What follows belongs to an exercise in optimizing a design on an open flow for small area; a production flow would make more cautious choices.
At most, simulation tests tie the RTL to the original design; equivalence was not proved.
Power is estimated from default activity; no workload was simulated.

Design img_controller, start of the top module:
module img_controller (
    input  logic                  clk,
    input  logic                  rst,
    input  logic                  cmd_capture,
    input  logic                  cmd_readout,
    input  logic [img_pkg::SKIP_BITS-1:0]  cmd_skip_count,
    input  img_pkg::header_t               cmd_header,
    input  logic [img_pkg::PIXEL_BITS-1:0] img_pixel,
    input  logic                  img_fv,
    input  logic                  img_lv,
    output logic                  status_capture_done,
    output img_pkg::capture_stats_t        status_stats,
    output logic                  readout_start,
    output logic                  readout_ready,
    input  logic                  readout_trigger,
    output img_pkg::pixel_word_t           readout_data
);
clock: 10.0 ns
lec_check: 0
cap_margin: 20
core_margin: 2
core_utilization: 60
cts_buf_list: sky130_fd_sc_hd__clkbuf_4
slew_margin: 20
run.sh (not shown) runs the stock make flow with config.mk's settings and CLKGATE_MAP_FILE= SYNTH_SCRIPT=/design/flow/synth_recipe.tcl, a recipe that flattens the netlist after the stock synthesis.
Rerun with:
--- a/flow/config.mk
+++ b/flow/config.mk
@@ -10,3 +10,5 @@
 export CORE_UTILIZATION = 60
-export CTS_BUF_LIST = sky130_fd_sc_hd__clkbuf_4
+export CTS_BUF_LIST = sky130_fd_sc_hd__clkbuf_16
+export CTS_CLUSTER_DIAMETER = 100
+export CTS_CLUSTER_SIZE = 30
 export SLEW_MARGIN = 20
The new run ran to the end with no violations. First-iteration DRC count is higher slightly. Via count is lower by a few percent. Setup slack is worse by 390 ps. Clock-buffer cell count is lower by 251.
Rerun with:
--- a/flow/config.mk
+++ b/flow/config.mk
@@ -10,5 +10,5 @@
 export CORE_UTILIZATION = 60
-export CTS_BUF_LIST = sky130_fd_sc_hd__clkbuf_16
-export CTS_CLUSTER_DIAMETER = 100
-export CTS_CLUSTER_SIZE = 30
+export CTS_BUF_LIST = sky130_fd_sc_hd__clkbuf_8
+export CTS_CLUSTER_DIAMETER = 60
+export CTS_CLUSTER_SIZE = 18
 export SLEW_MARGIN = 20
Effect: Non-clock buffer count stays the same; via count climbs slightly; utilization barely changes; final cell count climbs slightly; combinational power hardly moves; count of clock-buffer cells in the layout climbs by 22; wire length climbs slightly; design area is about the same; setup slack gets better by 170 ps.
No run of this note included a check of the RTL's function; only the layout flow was run.


img_controller, a different RTL version from the one above (not shown whole).
Size: roughly 1500 cells after synthesis, ~150 I/O pins.
Design img_controller, start of the top module:
module img_controller (
    input  logic                  clk,
    input  logic                  rst,
    input  logic                  cmd_capture,
    input  logic                  cmd_readout,
    input  logic [img_pkg::SKIP_BITS-1:0]  cmd_skip_count,
    input  img_pkg::header_t               cmd_header,
    input  logic [img_pkg::PIXEL_BITS-1:0] img_pixel,
    input  logic                  img_fv,
    input  logic                  img_lv,
    output logic                  status_capture_done,
    output img_pkg::capture_stats_t        status_stats,
    output logic                  readout_start,
    output logic                  readout_ready,
    input  logic                  readout_trigger,
    output img_pkg::pixel_word_t           readout_data
);
export LEC_CHECK = 0
export CAP_MARGIN = 20
export CORE_MARGIN = 2
export CORE_UTILIZATION = 70
export CTS_BUF_LIST = sky130_fd_sc_hd__clkbuf_8
export CTS_CLUSTER_DIAMETER = 60
export CTS_CLUSTER_SIZE = 20
export SLEW_MARGIN = 20
create_clock -name core_clock -period 10.0 [get_ports {clk}]
standard.sh (not shown) runs the stock make flow with config.mk's settings and CLKGATE_MAP_FILE= SYNTH_SCRIPT=/design/flow/synth_recipe.tcl, a recipe that flattens the netlist after the stock synthesis.
==> flow/flow/run.sh <==
#!/bin/bash
# Standard layout (the standard.sh, standard synthesis unchanged) with
# three changes:
#  - the port buffers are the smallest buffer cell (every port still gets one)
#  - clock tree: clkbuf_8 sink clusters of at most 20, no dummy loads
#  - the constant-0 outputs share one tie cell instead of one each
# The full log of the run is kept beside it in standard.log.
bash standard.sh \
  "BUFFER_PORTS_ARGS=-buffer_cell sky130_fd_sc_hd__buf_1" \
  "CTS_ARGS=-sink_clustering_enable -repair_clock_nets -sink_clustering_size 20 -sink_clustering_max_diameter 60 -buf_list sky130_fd_sc_hd__clkbuf_8 -dont_use_dummy_load" \
  SKIP_REPAIR_TIE_FANOUT=1 \
  finish > standard.log 2>&1
Rerun with:
--- a/flow/flow/run.sh
+++ b/flow/flow/run.sh
@@ -8,5 +8,5 @@
 bash standard.sh \
   "BUFFER_PORTS_ARGS=-buffer_cell sky130_fd_sc_hd__buf_1" \
-  "CTS_ARGS=-sink_clustering_enable -repair_clock_nets -sink_clustering_size 20 -sink_clustering_max_diameter 60 -buf_list sky130_fd_sc_hd__clkbuf_8 -dont_use_dummy_load" \
+  "CTS_ARGS=-sink_clustering_enable -repair_clock_nets -sink_clustering_size 19 -sink_clustering_max_diameter 120 -buf_list sky130_fd_sc_hd__clkbuf_8 -dont_use_dummy_load" \
   SKIP_REPAIR_TIE_FANOUT=1 \
   finish > standard.log 2>&1
- CORE_UTILIZATION: 70 -> 60
Via count falls by 1.4%.
Clock-buffer cell count stays the same.
Die area rises by 16%.
Setup slack gets better by 190 ps.
Worst hold slack gets better by 17 ps.
Rerun with:
--- a/flow/flow/run.sh
+++ b/flow/flow/run.sh
@@ -8,5 +8,5 @@
 bash standard.sh \
   "BUFFER_PORTS_ARGS=-buffer_cell sky130_fd_sc_hd__buf_1" \
-  "CTS_ARGS=-sink_clustering_enable -repair_clock_nets -sink_clustering_size 19 -sink_clustering_max_diameter 120 -buf_list sky130_fd_sc_hd__clkbuf_8 -dont_use_dummy_load" \
+  "CTS_ARGS=-sink_clustering_enable -repair_clock_nets -sink_clustering_size 20 -sink_clustering_max_diameter 60 -buf_list sky130_fd_sc_hd__clkbuf_8 -dont_use_dummy_load" \
   SKIP_REPAIR_TIE_FANOUT=1 \
   finish > standard.log 2>&1
- GPL_ROUTABILITY_DRIVEN: unset -> 0
- GPL_TIMING_DRIVEN: unset -> 0
- The new run completed with no timing, DRC or antenna violations
- clock power hardly moves
- die area does not change
- area after synthesis is unchanged
- worst setup slack loses 28 ps
- final area came out higher by about 1.5%
- first-iteration DRC count came out higher by 32%
- power goes up by 0.90%
- combinational power increases by about 20%
- fmax goes down by about 0.5%
- utilization climbs by 0.98 points
- via count rose by about 4%
Rerun with:
- CORE_UTILIZATION: 60 -> 50
- GPL_ROUTABILITY_DRIVEN: 0 -> unset
- GPL_TIMING_DRIVEN: 0 -> unset
=> The new run ran to the end with no violations. Die area grows by 20%. Wire length shrinks by 4.7%. Clock power stays flat. Setup slack gets better by 52 ps. Via count shrinks by 4.4%.


img_controller, a different RTL version from the one above (not shown whole).
Size in the first run: ~870 flip-flops, roughly 150 I/O pins, ~0.023 sq mm of cells after synthesis.
export LEC_CHECK = 0
export CAP_MARGIN = 20
export CORE_MARGIN = 2
export CORE_UTILIZATION = 60
export CTS_BUF_LIST = sky130_fd_sc_hd__clkbuf_8
export CTS_CLUSTER_DIAMETER = 60
export CTS_CLUSTER_SIZE = 20
export SLEW_MARGIN = 20
create_clock -name core_clock -period 10.0 [get_ports {clk}]
==> flow/flow/run.sh <==
#!/bin/bash
# Standard layout (the standard.sh, standard synthesis unchanged) with
# three changes:
#  - the port buffers are the smallest buffer cell (every port still gets one)
#  - clock tree: clkbuf_8 sink clusters of at most 20, no dummy loads
#  - the constant-0 outputs share one tie cell instead of one each
# The full log of the run is kept beside it in standard.log.
bash standard.sh \
  "BUFFER_PORTS_ARGS=-buffer_cell sky130_fd_sc_hd__buf_1" \
  "CTS_ARGS=-sink_clustering_enable -repair_clock_nets -sink_clustering_size 21 -sink_clustering_max_diameter 50 -buf_list sky130_fd_sc_hd__clkbuf_8 -dont_use_dummy_load" \
  SKIP_REPAIR_TIE_FANOUT=1 \
  finish > standard.log 2>&1
The baseline ran to the end with no violations.
Next try:
--- a/flow/flow/run.sh
+++ b/flow/flow/run.sh
@@ -8,5 +8,5 @@
 bash standard.sh \
   "BUFFER_PORTS_ARGS=-buffer_cell sky130_fd_sc_hd__buf_1" \
-  "CTS_ARGS=-sink_clustering_enable -repair_clock_nets -sink_clustering_size 21 -sink_clustering_max_diameter 50 -buf_list sky130_fd_sc_hd__clkbuf_8 -dont_use_dummy_load" \
+  "CTS_ARGS=-sink_clustering_enable -repair_clock_nets -sink_clustering_size 20 -sink_clustering_max_diameter 60 -buf_list sky130_fd_sc_hd__clkbuf_8 -dont_use_dummy_load" \
   SKIP_REPAIR_TIE_FANOUT=1 \
   finish > standard.log 2>&1
Outcome: The changed run went through all stages and came out clean. Routed wire length barely changes. First-iteration DRC count is higher by about 1.5%. Fmax barely changes. Sequential share of layout area stays flat. Flip-flop and latch count does not change. Design area is about the same.
Next try:
--- a/flow/flow/run.sh
+++ b/flow/flow/run.sh
@@ -8,5 +8,5 @@
 bash standard.sh \
   "BUFFER_PORTS_ARGS=-buffer_cell sky130_fd_sc_hd__buf_1" \
-  "CTS_ARGS=-sink_clustering_enable -repair_clock_nets -sink_clustering_size 20 -sink_clustering_max_diameter 60 -buf_list sky130_fd_sc_hd__clkbuf_8 -dont_use_dummy_load" \
+  "CTS_ARGS=-sink_clustering_enable -repair_clock_nets -sink_clustering_size 34 -sink_clustering_max_diameter 50 -buf_list sky130_fd_sc_hd__clkbuf_16 -dont_use_dummy_load" \
   SKIP_REPAIR_TIE_FANOUT=1 \
   finish > standard.log 2>&1
The new run went through all stages and came out clean.
Power climbs by 7.9%.
Clock power went up by 31%.
Global-route usage came out higher by 0.19 points.


alpha:
img_controller, a different RTL version from the one above (not shown whole).
For scale: ~1600 cells after synthesis, ~870 flip-flops.
==> flow/config.mk <==
export PLATFORM = sky130hd
export DESIGN_NAME = img_controller
export DESIGN_NICKNAME = img_controller
export VERILOG_FILES = /design/flow/design.v
export SDC_FILE = /design/flow/constraint.sdc
export NUM_CORES = 4
export LEC_CHECK = 0
export CAP_MARGIN = 20
export CORE_MARGIN = 2
export CORE_UTILIZATION = 60
export CTS_BUF_LIST = sky130_fd_sc_hd__clkbuf_8
export CTS_CLUSTER_DIAMETER = 60
export CTS_CLUSTER_SIZE = 18
export SLEW_MARGIN = 20
==> flow/constraint.sdc <==
create_clock -name core_clock -period 10.0 [get_ports {clk}]
set_input_delay 2.0000 -clock core_clock [delete_from_list [all_inputs] [get_ports {clk}]]
set_output_delay 2.0000 -clock core_clock [all_outputs]
set_load 0.01 [all_outputs]
==> flow/flow/run.sh <==
#!/bin/bash
# Standard layout with two changes: the port buffers are the smallest buffer
# cell, and clock tree synthesis inserts no dummy loads. Full log beside the run.
bash standard.sh \
  "BUFFER_PORTS_ARGS=-buffer_cell sky130_fd_sc_hd__buf_1" \
  "CTS_ARGS=-sink_clustering_enable -repair_clock_nets -sink_clustering_size 10 -sink_clustering_max_diameter 50 -buf_list sky130_fd_sc_hd__clkbuf_4 -dont_use_dummy_load" \
  finish > standard.log 2>&1
alpha | status: complete | timing, DRC, antenna: pass
Inputs modified between alpha and beta:
==> flow/flow/run.sh <==
#!/bin/bash
# Standard layout with two changes: the port buffers are the smallest buffer
# cell, and clock tree synthesis inserts no dummy loads. Full log beside the run.
bash standard.sh \
  "BUFFER_PORTS_ARGS=-buffer_cell sky130_fd_sc_hd__buf_1" \
  "CTS_ARGS=-sink_clustering_enable -repair_clock_nets -sink_clustering_size 20 -sink_clustering_max_diameter 60 -buf_list sky130_fd_sc_hd__clkbuf_8 -dont_use_dummy_load" \
  SKIP_REPAIR_TIE_FANOUT=1 \
  finish > standard.log 2>&1
## What came out
Of the two candidates, alpha has the better achievable clock frequency and beta the worse one. Setup slack after placement, beta and alpha: smaller value in beta. From alpha to beta the numbers moved as follows: wire length shows a reduction of 140 um; number of placement rows shows no meaningful change; via total after detailed routing shows a reduction of 2.5%.
Relative to beta, the following input files were edited for gamma:
--- a/flow/flow/run.sh
+++ b/flow/flow/run.sh
@@ -6,3 +6,2 @@
   "CTS_ARGS=-sink_clustering_enable -repair_clock_nets -sink_clustering_size 20 -sink_clustering_max_diameter 60 -buf_list sky130_fd_sc_hd__clkbuf_8 -dont_use_dummy_load" \
-  SKIP_REPAIR_TIE_FANOUT=1 \
   finish > standard.log 2>&1
Findings:
Diff gamma and beta: sequential share of layout area higher in beta. Number of global-route vias before repair, gamma and beta, higher one = gamma. Against beta as the reference, gamma delivers a lower wire length per cell after detailed routing.


== job 2041 ==
Another version of the RTL of img_controller (not shown whole).
Size: roughly 1600 cells after synthesis, ~870 flip-flops, ~24000 sq um of cells after synthesis.
make LEC_CHECK=0 CAP_MARGIN=20 CORE_MARGIN=2 CORE_UTILIZATION=60 CTS_BUF_LIST=sky130_fd_sc_hd__clkbuf_8 CTS_CLUSTER_DIAMETER=60 CTS_CLUSTER_SIZE=18 SLEW_MARGIN=20 finish   # period 10.0 ns
run.sh (not shown) runs the stock make flow with config.mk's settings and CLKGATE_MAP_FILE= SYNTH_SCRIPT=/design/flow/synth_recipe.tcl, a recipe that flattens the netlist after the stock synthesis.
Stock flow here: none of the scripts above is used.
Job 2041 ran to completion and came out clean on the timing, design-rule and antenna checks.
Here is what was changed in the inputs of job 9460 compared with job 2041.
==> flow/flow/run.sh (new file) <==
#!/bin/bash
# Standard layout, unchanged; full log kept beside the run.
bash standard.sh > standard.log 2>&1
==> flow/standard.sh (new file) <==
#!/bin/bash
# synth_recipe.tcl (not shown) runs the flow's synth.tcl, then flattens the netlist and writes it again
# the make line also repeats each setting of config.mk as NAME=value (left out here)
make -C /OpenROAD-flow-scripts/flow DESIGN_CONFIG=/design/flow/config.mk WORK_HOME=/design/flow/orfs CLKGATE_MAP_FILE= SYNTH_SCRIPT=/design/flow/synth_recipe.tcl "${@:-finish}"
removed: flow/run.sh
[summary]
- Delta (job 9460 minus job 2041): final count of pins violating max slew did not really move, count of buffers inserted at the top-level ports did not really move, area growth from synthesis to final layout did not really move, power density over the cells did not really move.
- Any difference in die area between job 9460 and job 2041 is small enough to ignore.
- Re cell count: no difference whatsoever between job 2041 and job 9460.
Setup changes, job 9460 to job 8853
==> flow/flow/run.sh <==
#!/bin/bash
# Standard layout with two changes: the port buffers are the smallest buffer
# cell, and clock tree synthesis inserts no dummy loads. Full log beside the run.
bash standard.sh \
  "BUFFER_PORTS_ARGS=-buffer_cell sky130_fd_sc_hd__buf_1" \
  "CTS_ARGS=-sink_clustering_enable -repair_clock_nets -sink_clustering_size 10 -sink_clustering_max_diameter 50 -buf_list sky130_fd_sc_hd__clkbuf_4 -dont_use_dummy_load" \
  finish > standard.log 2>&1
[summary]
Delta(part of the total power dissipated in sequential elements, job 8853 - job 9460) > 0
As far as simple-gate area share of the yosys netlist goes, job 8853 and job 9460 are indistinguishable; the numbers are identical.
Job 9460 -> job 8853: final area decreased by a few percent
On first-pass GRT wire length, job 8853 does better than job 9460.
Cmp job 8853 vs job 9460: routed wire length lower in job 8853
Power: job 8853 draws less than job 9460
Comparing job 8853 and job 9460, the lower sequential cell area share is on job 9460.
#### Input delta (job 3925 over job 8853)
==> flow/flow/run.sh <==
#!/bin/bash
# Standard layout with two changes: the port buffers are the smallest buffer
# cell, and clock tree synthesis inserts no dummy loads. Full log beside the run.
bash standard.sh \
  "BUFFER_PORTS_ARGS=-buffer_cell sky130_fd_sc_hd__buf_1" \
  "CTS_ARGS=-sink_clustering_enable -repair_clock_nets -sink_clustering_size 18 -sink_clustering_max_diameter 60 -buf_list sky130_fd_sc_hd__clkbuf_8 -dont_use_dummy_load" \
  finish > standard.log 2>&1
[summary]
NOTE total wire length job 8853->job 3925 decreased slightly. Looking only at worst slew slack as a fraction of its limit, and setting everything else aside, the higher value of job 3925 and job 8853 goes to job 8853. As far as utilization is concerned, job 3925 and job 8853 perform about the same.


== the previous run ==
img_controller with an RTL version that a note above also has.
Size in the first run: roughly 870 flip-flops, ~150 I/O pins.
export LEC_CHECK = 0
export CAP_MARGIN = 20
export CORE_MARGIN = 2
export CORE_UTILIZATION = 60
export CTS_BUF_LIST = sky130_fd_sc_hd__clkbuf_8
export CTS_CLUSTER_DIAMETER = 60
export CTS_CLUSTER_SIZE = 20
export SLEW_MARGIN = 20
create_clock -name core_clock -period 10.0 [get_ports {clk}]
standard.sh (not shown) runs the stock make flow with config.mk's settings and CLKGATE_MAP_FILE= SYNTH_SCRIPT=/design/flow/synth_recipe.tcl, a recipe that flattens the netlist after the stock synthesis.
==> flow/flow/run.sh <==
#!/bin/bash
# Standard layout (the standard.sh, standard synthesis unchanged) with
# three changes:
#  - the port buffers are the smallest buffer cell (every port still gets one)
#  - clock tree: clkbuf_8 sink clusters of at most 20, no dummy loads
#  - the constant-0 outputs share one tie cell instead of one each
# The full log of the run is kept beside it in standard.log.
bash standard.sh \
  "BUFFER_PORTS_ARGS=-buffer_cell sky130_fd_sc_hd__buf_1" \
  "CTS_ARGS=-sink_clustering_enable -repair_clock_nets -sink_clustering_size 20 -sink_clustering_max_diameter 90 -buf_list sky130_fd_sc_hd__clkbuf_8 -dont_use_dummy_load" \
  SKIP_REPAIR_TIE_FANOUT=1 \
  finish > standard.log 2>&1
Input changes introduced in the current run (baseline for comparison: the previous run):
-- flow/flow/run.sh --
<<< the previous run, line 9
  "BUFFER_PORTS_ARGS=-buffer_cell sky130_fd_sc_hd__buf_1" \
  "CTS_ARGS=-sink_clustering_enable -repair_clock_nets -sink_clustering_size 20 -sink_clustering_max_diameter 90 -buf_list sky130_fd_sc_hd__clkbuf_8 -dont_use_dummy_load" \
  SKIP_REPAIR_TIE_FANOUT=1 \
>>> the current run, line 9
  "BUFFER_PORTS_ARGS=-buffer_cell sky130_fd_sc_hd__buf_1" \
  "CTS_ARGS=-sink_clustering_enable -repair_clock_nets -sink_clustering_size 20 -sink_clustering_max_diameter 60 -buf_list sky130_fd_sc_hd__clkbuf_8 -dont_use_dummy_load" \
  SKIP_REPAIR_TIE_FANOUT=1 \
Notes after the runs:
Of the current run and the previous run, the run reporting the higher power per standard cell area was the current run.
Compared to the previous run, the current run has worst path setup slack after routing 0.0066 ns higher.
Status: cell area parity (the previous run, the current run)
The current run -> the previous run: routed wire length flat
Reported for the current run and the previous run, mux contribution to synthesized area turned out identical to the last digit.
The final reports for the current run and the previous run show measured slew at the worst slew-check pin higher in the former.

## separate check: timing with driven ports
How much do the figures lean on ideal ports? The routed layouts below were timed once more, with nothing changed but the port constraints.
Step 1 sets driving cells, clkbuf_16 on the clock port and buf_2 on the other inputs (assumed; they add their load-dependent delay and slew).
Step 2 moves the port delays by t, midway between the first and last clock arrival at a register: inputs arrive t later, outputs are due t later. That takes back most of the time a late clock gives input paths.
Slacks: no drivers / after step 1 / after step 2; pairs: no drivers / after step 1.
| run | t (ns) | slack for setup (ns) | worst register clock-pin slew, ns | worst slew at a driven data input, ns |
|---|---|---|---|---|
| the first run of note 1 | 0.953 | 0.945 / 0.971 / 0.018 | 0.08 / 0.08 | 0.06 |
| the second run of note 1 | 0.631 | 0.558 / 0.589 / -0.043 | 0.13 / 0.13 | 0.07 |
| the third run of note 1 | 0.726 | 0.732 / 0.759 / 0.034 | 0.11 / 0.11 | 0.06 |
| the first run of note 2 | 0.607 | 4.172 / 4.172 / 3.665 | 0.12 / 0.12 | 0.06 |
| the second run of note 2 | 0.683 | 4.358 / 4.391 / 3.708 | 0.12 / 0.12 | 0.06 |
| the third run of note 2 | 0.681 | 4.331 / 4.357 / 3.676 | 0.11 / 0.11 | 0.06 |
| the fourth run of note 2 | 0.686 | 4.383 / 4.407 / 3.724 | 0.11 / 0.11 | 0.06 |
| the first run of note 3 | 0.677 | 3.867 / 3.867 / 3.717 | 0.12 / 0.12 | 0.12 |
| the second run of note 3 | 0.674 | 3.878 / 3.878 / 3.719 | 0.12 / 0.12 | 0.13 |
| the third run of note 3 | 0.631 | 3.846 / 3.846 / 3.726 | 0.11 / 0.11 | 0.13 |
| alpha | 0.823 | 3.683 / 3.683 / 3.683 | 0.12 / 0.12 | 0.12 |
| beta | 0.687 | 3.400 / 3.400 / 3.400 | 0.12 / 0.12 | 0.14 |
| gamma | 0.676 | 3.642 / 3.642 / 3.642 | 0.11 / 0.11 | 0.11 |
| job 2041 | 0.706 | 3.379 / 3.369 / 3.379 | 0.11 / 0.11 | 0.06 |
| job 9460 | 0.706 | 3.379 / 3.369 / 3.379 | 0.11 / 0.11 | 0.06 |
| job 8853 | 0.815 | 3.478 / 3.478 / 3.478 | 0.11 / 0.11 | 0.06 |
| job 3925 | 0.682 | 3.455 / 3.455 / 3.455 | 0.11 / 0.11 | 0.06 |
| the previous run | 0.673 | 4.294 / 4.318 / 3.645 | 0.12 / 0.12 | 0.05 |
| the current run | 0.673 | 4.300 / 4.330 / 3.657 | 0.12 / 0.12 | 0.06 |
With both steps, setup timing fails in the second run of note 1, where it was met with ideal ports. The setup slack of the first run of note 1, which loses most, moves by +0.026 ns with the drivers and by -0.927 ns with both steps.
